This design comes from an exercise in tuning for small area on the open sky130 flow, not from production work. The RTL was checked by simulation tests, not by an equivalence proof against the original design. Power figures rest on the tool's default switching activity, not on a simulated workload.

==> trial 51: inputs <==
==> flow/design.v <==
package bp_pkg;
  localparam int BP_IDX_W = 6;
  localparam int BP_TAG_W = 8;
  typedef enum logic [1:0] {
    SNT = 2'b00,
    WNT = 2'b01,
    WT  = 2'b10,
    ST  = 2'b11
  } ctr_t;
  localparam logic [4:0] OPC_BRANCH = 5'b11000;
  localparam ctr_t       CTR_RESET  = WNT;
  localparam ctr_t       CTR_ALLOC  = WT;
  typedef struct packed {
    logic                valid;
    logic [BP_TAG_W-1:0] tag;
    logic [31:0]         target;
    ctr_t                ctr;
  } bp_entry_t;
endpackage
module bp_sat_ctr (
  input  bp_pkg::ctr_t ctr_i,
  input  logic         taken_i,
  output bp_pkg::ctr_t ctr_o
);
  always_comb begin
    ctr_o = ctr_i;
    if (taken_i) begin
      if (ctr_i != bp_pkg::ST) ctr_o = bp_pkg::ctr_t'(ctr_i + 2'd1);
    end else begin
      if (ctr_i != bp_pkg::SNT) ctr_o = bp_pkg::ctr_t'(ctr_i - 2'd1);
    end
  end
endmodule
module branch_predictor #(
  parameter int IDX_W = bp_pkg::BP_IDX_W,
  parameter int TAG_W = bp_pkg::BP_TAG_W
) (
  input  logic        clk_i,
  input  logic        rst_ni,
  input  logic [31:0] pc_i,
  output logic        pred_taken_o,
  output logic [31:0] pred_target_o,
  input  logic        upd_valid_i,
  input  logic [7:0]  upd_op_i,
  input  logic [31:0] upd_pc_i,
  input  logic        upd_taken_i,
  input  logic [31:0] upd_target_i,
  input  logic        upd_pred_taken_i,
  input  logic [31:0] upd_pred_target_i,
  output logic        flush_o,
  output logic [31:0] redirect_pc_o
);
  localparam int DEPTH = 2 ** IDX_W;
  localparam int ENT_W = 1 + TAG_W + 32 + 2;
  logic [DEPTH-1:0][ENT_W-1:0] tbl_q;
  bp_pkg::bp_entry_t l_ent;
  bp_pkg::bp_entry_t u_ent;
  bp_pkg::bp_entry_t ent_d;
  logic [IDX_W-1:0] l_idx;
  logic [IDX_W-1:0] u_idx;
  logic [TAG_W-1:0] l_tag;
  logic [TAG_W-1:0] u_tag;
  logic             l_hit;
  logic             u_hit;
  logic             upd_en;
  logic             wr_en;
  logic             flush;
  bp_pkg::ctr_t     ctr_nxt;
  logic             unused_bits;
  assign l_idx = pc_i[IDX_W+1:2];
  assign l_tag = pc_i[IDX_W+TAG_W+1:IDX_W+2];
  assign u_idx = upd_pc_i[IDX_W+1:2];
  assign u_tag = upd_pc_i[IDX_W+TAG_W+1:IDX_W+2];
  assign unused_bits = ^{pc_i[1:0],
                         pc_i[31:IDX_W+TAG_W+2],
                         upd_op_i[7:5]};
  always_comb begin
    l_ent = tbl_q[l_idx];
    l_hit = l_ent.valid && (l_ent.tag == l_tag);
    pred_taken_o  = l_hit && l_ent.ctr[1];
    pred_target_o = pred_taken_o ? l_ent.target
                                 : pc_i + 32'd4;
  end
  bp_sat_ctr u_ctr (
    .ctr_i   (u_ent.ctr),
    .taken_i (upd_taken_i),
    .ctr_o   (ctr_nxt)
  );
  always_comb begin
    upd_en = upd_valid_i && (upd_op_i[4:0] == bp_pkg::OPC_BRANCH);
    u_ent  = tbl_q[u_idx];
    u_hit  = u_ent.valid && (u_ent.tag == u_tag);
    wr_en  = 1'b0;
    ent_d  = u_ent;
    if (upd_en) begin
      if (u_hit) begin
        wr_en     = 1'b1;
        ent_d.ctr = ctr_nxt;
        if (upd_taken_i) ent_d.target = upd_target_i;
      end else if (upd_taken_i) begin
        wr_en = 1'b1;
        ent_d.valid  = 1'b1;
        ent_d.tag    = u_tag;
        ent_d.target = upd_target_i;
        ent_d.ctr    = bp_pkg::CTR_ALLOC;
      end
    end
  end
  always_comb begin
    flush = upd_en &&
            ((upd_taken_i != upd_pred_taken_i) ||
             (upd_taken_i &&
              (upd_target_i != upd_pred_target_i)));
    flush_o       = flush;
    redirect_pc_o = upd_taken_i ? upd_target_i
                                : upd_pc_i + 32'd4;
  end
  always_ff @(posedge clk_i or negedge rst_ni) begin
    if (!rst_ni) begin
      for (int i = 0; i < DEPTH; i++) begin
        tbl_q[i] <= {1'b0, {TAG_W{1'b0}}, 32'd0, bp_pkg::CTR_RESET};
      end
    end else begin
      for (int i = 0; i < DEPTH; i++) begin
        if (wr_en && (u_idx == i)) tbl_q[i] <= ent_d;
      end
    end
  end
endmodule
==> flow/run.sh <==
#!/bin/bash
# synth_recipe.tcl (not shown) runs the flow's synth.tcl, then flattens the netlist and writes it again
# the make line also repeats each setting of config.mk as NAME=value (left out here)
make -C /OpenROAD-flow-scripts/flow DESIGN_CONFIG=/design/flow/config.mk WORK_HOME=/design/flow/orfs CLKGATE_MAP_FILE= SYNTH_SCRIPT=/design/flow/synth_recipe.tcl finish
==> flow/config.mk <==
export PLATFORM = sky130hd
export DESIGN_NAME = branch_predictor
export DESIGN_NICKNAME = branch_predictor
export VERILOG_FILES = /design/flow/design.v
export SDC_FILE = /design/flow/constraint.sdc
export NUM_CORES = 4
export LEC_CHECK = 0
export CAP_MARGIN = 20
export CORE_MARGIN = 2
export CORE_UTILIZATION = 40
export SLEW_MARGIN = 20
==> flow/constraint.sdc <==
create_clock -name core_clock -period 12.0 [get_ports {clk_i}]
set_input_delay 2.4000 -clock core_clock [delete_from_list [all_inputs] [get_ports {clk_i}]]
set_output_delay 2.4000 -clock core_clock [all_outputs]
set_load 0.01 [all_outputs]
==> trial 9: changes against trial 51 <==
==> flow/design.v (replaced) <==
package bp_pkg;
  localparam int BP_IDX_W = 6;
  localparam int BP_TAG_W = 8;
  typedef enum logic [1:0] {
    SNT = 2'b00,
    WNT = 2'b01,
    WT  = 2'b10,
    ST  = 2'b11
  } ctr_t;
  localparam logic [4:0] OPC_BRANCH = 5'b11000;
  localparam ctr_t       CTR_ALLOC  = WT;
endpackage
module bp_sat_ctr (
  input  bp_pkg::ctr_t ctr_i,
  input  logic         taken_i,
  output bp_pkg::ctr_t ctr_o
);
  always_comb begin
    ctr_o = ctr_i;
    if (taken_i) begin
      if (ctr_i != bp_pkg::ST) ctr_o = bp_pkg::ctr_t'(ctr_i + 2'd1);
    end else begin
      if (ctr_i != bp_pkg::SNT) ctr_o = bp_pkg::ctr_t'(ctr_i - 2'd1);
    end
  end
endmodule
module branch_predictor (
  input  logic        clk_i,
  input  logic        rst_ni,
  input  logic [31:0] pc_i,
  output logic        pred_taken_o,
  output logic [31:0] pred_target_o,
  input  logic        upd_valid_i,
  input  logic [7:0]  upd_op_i,
  input  logic [31:0] upd_pc_i,
  input  logic        upd_taken_i,
  input  logic [31:0] upd_target_i,
  input  logic        upd_pred_taken_i,
  input  logic [31:0] upd_pred_target_i,
  output logic        flush_o,
  output logic [31:0] redirect_pc_o
);
  localparam int DEPTH = 64;
  logic [DEPTH-1:0]       vld_q;
  logic [DEPTH-1:0][7:0]  tag_q;
  logic [DEPTH-1:0][31:0] tgt_q;
  logic [DEPTH-1:0][1:0]  ctr_q;
  logic [5:0]       l_idx, u_idx;
  logic [7:0]       l_tag, u_tag;
  logic [DEPTH-1:0] l_sel, u_sel;
  assign l_idx = pc_i[7:2];
  assign l_tag = pc_i[15:8];
  assign u_idx = upd_pc_i[7:2];
  assign u_tag = upd_pc_i[15:8];
  always_comb begin
    for (int i = 0; i < DEPTH; i++) begin
      l_sel[i] = (l_idx == i);
      u_sel[i] = (u_idx == i);
    end
  end
  logic        l_vld, l_c1, l_hit;
  logic [7:0]  l_tg;
  logic [31:0] l_tgt;
  always_comb begin
    l_vld = 1'b0;
    l_c1  = 1'b0;
    l_tg  = '0;
    l_tgt = '0;
    for (int i = 0; i < DEPTH; i++) begin
      l_vld = l_vld | (l_sel[i] & vld_q[i]);
      l_c1  = l_c1  | (l_sel[i] & ctr_q[i][1]);
      l_tg  = l_tg  | ({8{l_sel[i]}}  & tag_q[i]);
      l_tgt = l_tgt | ({32{l_sel[i]}} & tgt_q[i]);
    end
    l_hit         = l_vld && (l_tg == l_tag);
    pred_taken_o  = l_hit && l_c1;
    pred_target_o = pred_taken_o ? l_tgt : pc_i + 32'd4;
  end
  logic          u_vld, u_hit, upd_en;
  logic [7:0]    u_tg;
  bp_pkg::ctr_t  u_ctr, ctr_nxt, ctr_wd;
  always_comb begin
    u_vld = 1'b0;
    u_tg  = '0;
    u_ctr = bp_pkg::SNT;
    for (int i = 0; i < DEPTH; i++) begin
      u_vld = u_vld | (u_sel[i] & vld_q[i]);
      u_tg  = u_tg  | ({8{u_sel[i]}} & tag_q[i]);
      u_ctr = bp_pkg::ctr_t'(u_ctr | ({2{u_sel[i]}} & ctr_q[i]));
    end
    u_hit  = u_vld && (u_tg == u_tag);
    upd_en = upd_valid_i && (upd_op_i[4:0] == bp_pkg::OPC_BRANCH);
  end
  bp_sat_ctr u_ctr_nxt (
    .ctr_i   (u_ctr),
    .taken_i (upd_taken_i),
    .ctr_o   (ctr_nxt)
  );
  assign ctr_wd = u_hit ? ctr_nxt : bp_pkg::CTR_ALLOC;
  logic [DEPTH-1:0] wr_t, wr_c;
  always_comb begin
    for (int i = 0; i < DEPTH; i++) begin
      wr_t[i] = upd_en & u_sel[i] & upd_taken_i;
      wr_c[i] = upd_en & u_sel[i] & (upd_taken_i | u_hit);
    end
  end
  always_ff @(posedge clk_i) begin
    for (int i = 0; i < DEPTH; i++) begin
      tag_q[i] <= (tag_q[i] | {8{wr_t[i]}})  & (u_tag        | {8{~wr_t[i]}});
      tgt_q[i] <= (tgt_q[i] | {32{wr_t[i]}}) & (upd_target_i | {32{~wr_t[i]}});
      ctr_q[i] <= (ctr_q[i] | {2{wr_c[i]}})  & (ctr_wd       | {2{~wr_c[i]}});
    end
  end
  always_ff @(posedge clk_i or negedge rst_ni) begin
    if (!rst_ni) vld_q <= '0;
    else         vld_q <= vld_q | wr_t;
  end
  assign flush_o = upd_en &&
                   ((upd_taken_i != upd_pred_taken_i) ||
                    (upd_taken_i && (upd_target_i != upd_pred_target_i)));
  assign redirect_pc_o = upd_taken_i ? upd_target_i : upd_pc_i + 32'd4;
endmodule
==> run_results.csv <==
group,metric,value,unit
run_status,status,"timing/DRC/antenna clean",
sta,slew_headroom,19.1,%
yosys,syn_nets,9265,
detailed_routing,viasPerCell,6.52,
grt,grt_use_met1,36.2,%
yosys,synth_area_per_cell,16.6,um2
worst_setup_path,crit_end,"pred_target_o[21]",
power,power_leader,"clock",
-- figures above: trial 51

==> run_results.csv <==
group,metric,value,unit
sta,slew_headroom,9.35,%
power,power_leader,"sequential cells",
yosys,syn_nets,7057,
run_status,status,"timing/DRC/antenna clean",
layout,inv_count,19,
yosys,synth_area_per_cell,15.7,um2
-- figures above: trial 9

afterwards: timing with drivers on the ports:
How much do the figures lean on ideal ports? The routed layouts below were timed once more, with nothing changed but the port constraints. Step 1: set_driving_cell puts a clkbuf_16 on clk_i and a buf_2 on each other input, an assumption about the parent block. Step 2 adds t to the input delays and takes it off the output delays; t is the mean of the earliest and latest rising clock arrival at the registers after step 1. Input paths then give back, and output paths get back, about the clock's delay inside the block. Slacks: ideal ports / drivers / drivers and shift; pairs: ideal ports / drivers.
| run | t, ns | setup WS [ns] | hold WS [ns] |
|---|---|---|---|
| trial 51 | 1.028 | 1.360 / 1.306 / 1.306 | 0.465 / 0.465 / 0.465 |
| trial 9 | 0.992 | 0.234 / 0.205 / 0.205 | 0.511 / 0.511 / 0.511 |
After both steps setup and hold are still met in every run listed. For trial 51, which loses most, drivers alone change the setup slack by -0.054 ns; drivers and shift together by -0.054 ns.
